What follows belongs to an exercise in optimizing a design on an open flow for small area and a short achievable clock period; a production flow would make more cautious choices. The RTL was checked by simulation tests, not by an equivalence proof against the original design. Power is estimated from default activity; no workload was simulated.

**design/flow/constraint.sdc**
```tcl
create_clock -name core_clock -period 4.5 [get_ports {clk}]
set_input_delay 0.9000 -clock core_clock [delete_from_list [all_inputs] [get_ports {clk}]]
set_output_delay 0.9000 -clock core_clock [all_outputs]
set_load 0.01 [all_outputs]
```
**design/flow/config.mk**
```make
export PLATFORM = sky130hd
export DESIGN_NAME = spi_wrapper
export DESIGN_NICKNAME = spi_wrapper
export VERILOG_FILES = /design/flow/design.v
export SDC_FILE = /design/flow/constraint.sdc
export NUM_CORES = 4
export LEC_CHECK = 0
export CAP_MARGIN = 20
export CORE_MARGIN = 2
export CORE_UTILIZATION = 40
export SLEW_MARGIN = 20
```
**design/flow/design.v**
```verilog
package spi_pkg;
    typedef enum logic [2:0] {
        IDLE,
        CHK_CMD,
        WRITE,
        READ_ADD,
        READ_DATA
    } spi_state_e;
    localparam logic [1:0] CMD_WR_ADDR = 2'b00;
    localparam logic [1:0] CMD_WR_DATA = 2'b01;
    localparam logic [1:0] CMD_RD_ADDR = 2'b10;
    localparam logic [1:0] CMD_RD_DATA = 2'b11;
    localparam logic [3:0] FRAME_BITS = 4'd10;
endpackage
module spi_ram
#(
    parameter int MEM_DEPTH = 256,
    parameter int ADD_SIZE  = 8
) (
    input  logic       clk,
    input  logic       arst,
    input  logic [9:0] din,
    input  logic       rx_valid,
    output logic [7:0] dout,
    output logic       tx_valid
);
    localparam logic [ADD_SIZE:0] MEM_LIMIT = (ADD_SIZE + 1)'(MEM_DEPTH);
    logic [7:0] mem [MEM_DEPTH];
    logic [ADD_SIZE-1:0] wr_addr_q, wr_addr_d;
    logic [ADD_SIZE-1:0] rd_addr_q, rd_addr_d;
    logic [7:0]          dout_q, dout_d;
    logic                tx_valid_q, tx_valid_d;
    logic                wr_en;
    logic                wr_ok;
    logic                rd_ok;
    logic [1:0]          cmd;
    assign cmd   = din[9:8];
    assign wr_ok = ({1'b0, wr_addr_q} < MEM_LIMIT);
    assign rd_ok = ({1'b0, rd_addr_q} < MEM_LIMIT);
    always_comb begin
        wr_addr_d  = wr_addr_q;
        rd_addr_d  = rd_addr_q;
        dout_d     = dout_q;
        tx_valid_d = 1'b0;
        wr_en      = 1'b0;
        if (rx_valid) begin
            unique case (cmd)
                spi_pkg::CMD_WR_ADDR: wr_addr_d = din[ADD_SIZE-1:0];
                spi_pkg::CMD_WR_DATA: wr_en = wr_ok;
                spi_pkg::CMD_RD_ADDR: rd_addr_d = din[ADD_SIZE-1:0];
                spi_pkg::CMD_RD_DATA: begin
                    dout_d     = rd_ok ? mem[rd_addr_q] : 8'h00;
                    tx_valid_d = 1'b1;
                end
                default: ;
            endcase
        end
    end
    always_ff @(posedge clk or posedge arst) begin
        if (arst) begin
            wr_addr_q  <= '0;
            rd_addr_q  <= '0;
            dout_q     <= '0;
            tx_valid_q <= 1'b0;
        end else begin
            wr_addr_q  <= wr_addr_d;
            rd_addr_q  <= rd_addr_d;
            dout_q     <= dout_d;
            tx_valid_q <= tx_valid_d;
        end
    end
    always_ff @(posedge clk) begin
        if (wr_en) begin
            mem[wr_addr_q] <= din[7:0];
        end
    end
    assign dout     = dout_q;
    assign tx_valid = tx_valid_q;
endmodule
module spi_wrapper
#(
    parameter int MEM_DEPTH = 256,
    parameter int ADD_SIZE  = 8
) (
    input  logic clk,
    input  logic arst,
    input  logic SS_n,
    input  logic MOSI,
    output logic MISO
);
    spi_pkg::spi_state_e state_q, state_d;
    logic [3:0] bit_cnt_q, bit_cnt_d;
    logic [9:0] din_q, din_d;
    logic       rx_valid_q, rx_valid_d;
    logic       rd_flag_q, rd_flag_d;
    logic [7:0] tx_shift_q, tx_shift_d;
    logic [2:0] tx_cnt_q, tx_cnt_d;
    logic       tx_busy_q, tx_busy_d;
    logic       miso_q, miso_d;
    logic [7:0] ram_dout;
    logic       ram_tx_valid;
    spi_ram #(
        .MEM_DEPTH(MEM_DEPTH),
        .ADD_SIZE (ADD_SIZE)
    ) RAM (
        .clk     (clk),
        .arst    (arst),
        .din     (din_q),
        .rx_valid(rx_valid_q),
        .dout    (ram_dout),
        .tx_valid(ram_tx_valid)
    );
    always_comb begin
        state_d    = state_q;
        bit_cnt_d  = bit_cnt_q;
        din_d      = din_q;
        rx_valid_d = 1'b0;
        rd_flag_d  = rd_flag_q;
        tx_shift_d = tx_shift_q;
        tx_cnt_d   = tx_cnt_q;
        tx_busy_d  = tx_busy_q;
        miso_d     = 1'b0;
        if (SS_n) begin
            state_d   = spi_pkg::IDLE;
            bit_cnt_d = '0;
            tx_busy_d = 1'b0;
        end else begin
            unique case (state_q)
                spi_pkg::IDLE: begin
                    state_d   = spi_pkg::CHK_CMD;
                    bit_cnt_d = '0;
                end
                spi_pkg::CHK_CMD: begin
                    if (!MOSI) begin
                        state_d = spi_pkg::WRITE;
                    end else if (rd_flag_q) begin
                        state_d = spi_pkg::READ_DATA;
                    end else begin
                        state_d = spi_pkg::READ_ADD;
                    end
                end
                spi_pkg::WRITE, spi_pkg::READ_ADD, spi_pkg::READ_DATA: begin
                    if (bit_cnt_q < spi_pkg::FRAME_BITS) begin
                        din_d     = {din_q[8:0], MOSI};
                        bit_cnt_d = bit_cnt_q + 4'd1;
                        if (bit_cnt_q == spi_pkg::FRAME_BITS - 4'd1) begin
                            rx_valid_d = 1'b1;
                            if (din_d[9:8] == spi_pkg::CMD_RD_ADDR) begin
                                rd_flag_d = 1'b1;
                            end else if (din_d[9:8] == spi_pkg::CMD_RD_DATA) begin
                                rd_flag_d = 1'b0;
                            end
                        end
                    end
                    if (state_q == spi_pkg::READ_DATA) begin
                        if (ram_tx_valid) begin
                            tx_shift_d = ram_dout;
                            tx_cnt_d   = '0;
                            tx_busy_d  = 1'b1;
                        end else if (tx_busy_q) begin
                            miso_d   = tx_shift_q[tx_cnt_q];
                            tx_cnt_d = tx_cnt_q + 3'd1;
                            if (tx_cnt_q == 3'd7) begin
                                tx_busy_d = 1'b0;
                            end
                        end
                    end
                end
                default: state_d = spi_pkg::IDLE;
            endcase
        end
    end
    always_ff @(posedge clk or posedge arst) begin
        if (arst) begin
            state_q    <= spi_pkg::IDLE;
            bit_cnt_q  <= '0;
            din_q      <= '0;
            rx_valid_q <= 1'b0;
            rd_flag_q  <= 1'b0;
            tx_shift_q <= '0;
            tx_cnt_q   <= '0;
            tx_busy_q  <= 1'b0;
            miso_q     <= 1'b0;
        end else begin
            state_q    <= state_d;
            bit_cnt_q  <= bit_cnt_d;
            din_q      <= din_d;
            rx_valid_q <= rx_valid_d;
            rd_flag_q  <= rd_flag_d;
            tx_shift_q <= tx_shift_d;
            tx_cnt_q   <= tx_cnt_d;
            tx_busy_q  <= tx_busy_d;
            miso_q     <= miso_d;
        end
    end
    assign MISO = miso_q;
endmodule
```
**design/flow/run.sh**
```bash
#!/bin/bash
# synth_recipe.tcl (not shown) runs the flow's synth.tcl, then flattens the netlist and writes it again
# the make line also repeats each setting of config.mk as NAME=value (left out here)
make -C /OpenROAD-flow-scripts/flow DESIGN_CONFIG=/design/flow/config.mk WORK_HOME=/design/flow/orfs CLKGATE_MAP_FILE= SYNTH_SCRIPT=/design/flow/synth_recipe.tcl finish
```
==> results.cfg <==
[run_status]
outcome = timing/DRC/antenna clean

[clock_network]
cts-root-buf = clkbuf_16
cts.repair.resized = 0
cts_buffers = 206
cts_setup_buffers = 0
h-tree-depth = 4
hold_buffers = 0
cts_tree = yes
clk_latency_ns = 0.86
cts_sinks = 2105
cts_buffer_depth = 3
path_clk_slew_ns = 0.07

[routing]
top_layer = met5
wl_met1_um = 91300
drt_iter0_markers = 5144
wl_per_cell_um = 29.9
vias = 42900
drc = 0
wl_met2_um = 103000
dr.pass1.iters = 5
wl_met3_um = 17100
routed_wl_um = 219000
vias_per_cell = 5.87
ant_nets = 0

[global_route]
antenna_found_initial = 4
grt_start_max_net_pins = 189
grt_pass1_wl_um = 312000
grt_pass1_vias = 41800
gr-total-overflow = 0
grt.total_usage_pct = 20.6

[place]
hpwlAfterDp_um = 137000
place_area_um2 = 86800
io_buffers = 4
gp_congestion = 0.877

[die]
die_y_um = 459
core_area_um2 = 206000
initial_core_util_pct = 40.1
pin_count = 5
row_count = 167
die_w_um = 459
die-area_um2 = 211000

[sta]
slew_viol_final = 0
period_minus_slack_ns = 4.07
finalClockSkew_ns = 0.0448
final-hold-violation-count = 0
rsz0062_at_grt = false
finalHoldWorstSlack_ns = 0.505
timing.fmax_mhz = 246
fin_crit_sh_pct = 90.3
tns_ns = 0
relSlewSlack_pct = 22.7
setup_violations = 0
worst_pin_slew_ns = 1.13

[power]
ir_worst_vdd_mv = 0.344
p_per_area_nw_per_um2 = 468
p_leak_nw = 28.1

[setup_path]
crit_arrival_ns = 4.84
max_stage_delay_ns = 0.80
critPathKind = reg -> reg
endpoint_kind = register
cp.required_ns = 5.27
cp_max_fo = 36
rrSetupSlack_ns = 0.43
crit_top_cell = buf_4
worst-path-buf-inv = 2
cp_slowest_cell = nor4_1
path_cells = nand2b_4 -> buf_4 -> o221ai_1 -> a21oi_1 -> a2111oi_2 -> o21ai_1 -> buf_4 -> nor4_1 -> a211o_1
crit_family = compound AO/OA/AOI/OAI gates
critPathLaunchType = register

[synth]
yosysTopAreaCell = edfxtp_1
synth_nets = 4242
yosys_warnings = 2
yosysSeqAreaShare_pct = 76.0
netlist_top_cells_count = 2048 x edfxtp_1, 438 x mux2i_1, 284 x nor2_1, 274 x mux4_2, 131 x nand2_1
yosysTopAreaCellShare_pct = 74.2
synthCells = 4234
syn_area_per_cell_um2 = 19.6
synth_flop_cell = edfxtp_1
synthTopCellsByArea = edfxtp_1 74%, mux4_2 7.4%, mux2i_1 5.3%
synth_edf_count = 2048
ys_ff_latch = 2105
synth_area_um2 = 82800
yosysUniqueCellTypes = 63
async_flop_share_pct = 2.71
yosysMostFrequentCell = edfxtp_1

[finish]
utilization_pct = 45.2
fillers = 17400
areaGrowthSynthToFinish_pct = 12.7
fin_nets = 4451
drive_above_1_share_pct = 19.5
postLayoutCellArea_um2 = 93400

[hold_path]
hp-class = reg -> reg

[run]
drv_cap = 0
==> metal layers <==
metal / track usage, % / vias to the layer above
met4: 7.03 / 6
met2: 32.3 / 1910
met1: 29.2 / 22800
li1: - / 17900
met5: 0 / -
met3: 3.50 / 382
==> cells by family after synthesis <==
| group | share of synthesized area [%] |
|---|---|
| fa+ha+maj | 0.0604 |
| flops | 76.0 |
| compound gates | 4.24 |
| buf+inv | 2.37 |
| mux | 14.5 |
| simple gates | 2.91 |
==> registers in the layout, summed over array words and instances (netlist names), 3 cells and up <==
signal / flops
RAM.mem: 2048
din_q: 10
RAM.dout_q: 8
RAM.rd_addr_q: 8
RAM.wr_addr_q: 8
tx_shift_q: 8
bit_cnt_q: 4
state_q: 3
tx_cnt_q: 3
==> worst paths after layout <==
check | start | end | depth (start not counted)
worst min register to register | tx_shift_q[7] | tx_shift_q[7] | 1
min in group asynchronous | arst | bit_cnt_q[1] | 2
max in group asynchronous | arst | RAM.rd_addr_q[0] | 3
worst max register to register | RAM.rd_addr_q[1] | RAM.dout_q[0] | 9
worst min-delay path | tx_shift_q[7] | tx_shift_q[7] | 1
worst max-delay path | RAM.rd_addr_q[1] | RAM.dout_q[0] | 9
==> worst reg2reg max path, cell delays in order (launching register included) <==
cell       delay, ns
dfrtp_4         0.66
nand2b_4        0.50
buf_4           0.38
o221ai_1        0.37
a21oi_1         0.26
a2111oi_2       0.41
o21ai_1         0.23
buf_4           0.19
nor4_1          0.80
a211o_1         0.18
==> final cells by class <==
type | instances | area, um2 | share of cell area (%)
Multi-Input combinational cell | 1860 | 18000 | 19.3
Timing Repair Buffer | 261 | 2400 | 2.57
Clock inverter | 119 | 1050 | 1.13
Clock buffer | 262 | 5540 | 5.94
Antenna cell | 1 | 2.50 | 0.00268
Tap cell | 2704 | 3380 | 3.62
Inverter | 9 | 37.5 | 0.0402
Sequential cell | 2105 | 63000 | 67.4
==> stage by stage <==
stage | setup WS (ns) | instances | total power, mW
after global placement | 0.480 | 6938 | 27.0
after global routing | 0.370 | 7321 | 44.9
after floorplan | 0.460 | 4234 | 26.0
after CTS | 0.427 | 7319 | 43.9
final | 0.435 | 7321 | 43.7
after detailed placement | 0.454 | 6938 | 27.2
==> where the power goes <==
group / internal, mW / switching, mW
clock: 9.56 / 7.36
combinational: 0.248 / 2.10
sequential: 23.8 / 0.579
==> layout by cell type, fill, tap and decap left out, drive strengths merged, types with 57 or more instances in the layout <==
cell type / count
o221ai: 88
clkbuf: 262
a21oi: 80
o21ai: 64
dfrtp: 57
mux2i: 438
o22ai: 123
nor2: 285
nand2: 131
buf: 257
clkinv: 95
mux4: 307
edfxtp: 2048

==> re-timing with driven ports <==
No port has a modelled driver above. Below, the same layout with a new extraction and two added sets of constraints.
Step 1: set_driving_cell puts a clkbuf_16 on clk and a buf_2 on each other input, an assumption about the parent block.
Step 2 times the ports against the registers' clock, not the clock port: input delays grow and output delays shrink by t, the midpoint of the rising clock arrivals with the driver on.
Slacks: ideal / step 1 / step 2; pairs: ideal / step 1.
t (ns): 0.929
setup slack, ns: 0.435 / 0.435 / 0.435
hold WS [ns]: 0.505 / 0.505 / 0.505
After both steps setup and hold are still met in this run. For this run, drivers alone change the setup slack by 0.000 ns; drivers and shift together by 0.000 ns.
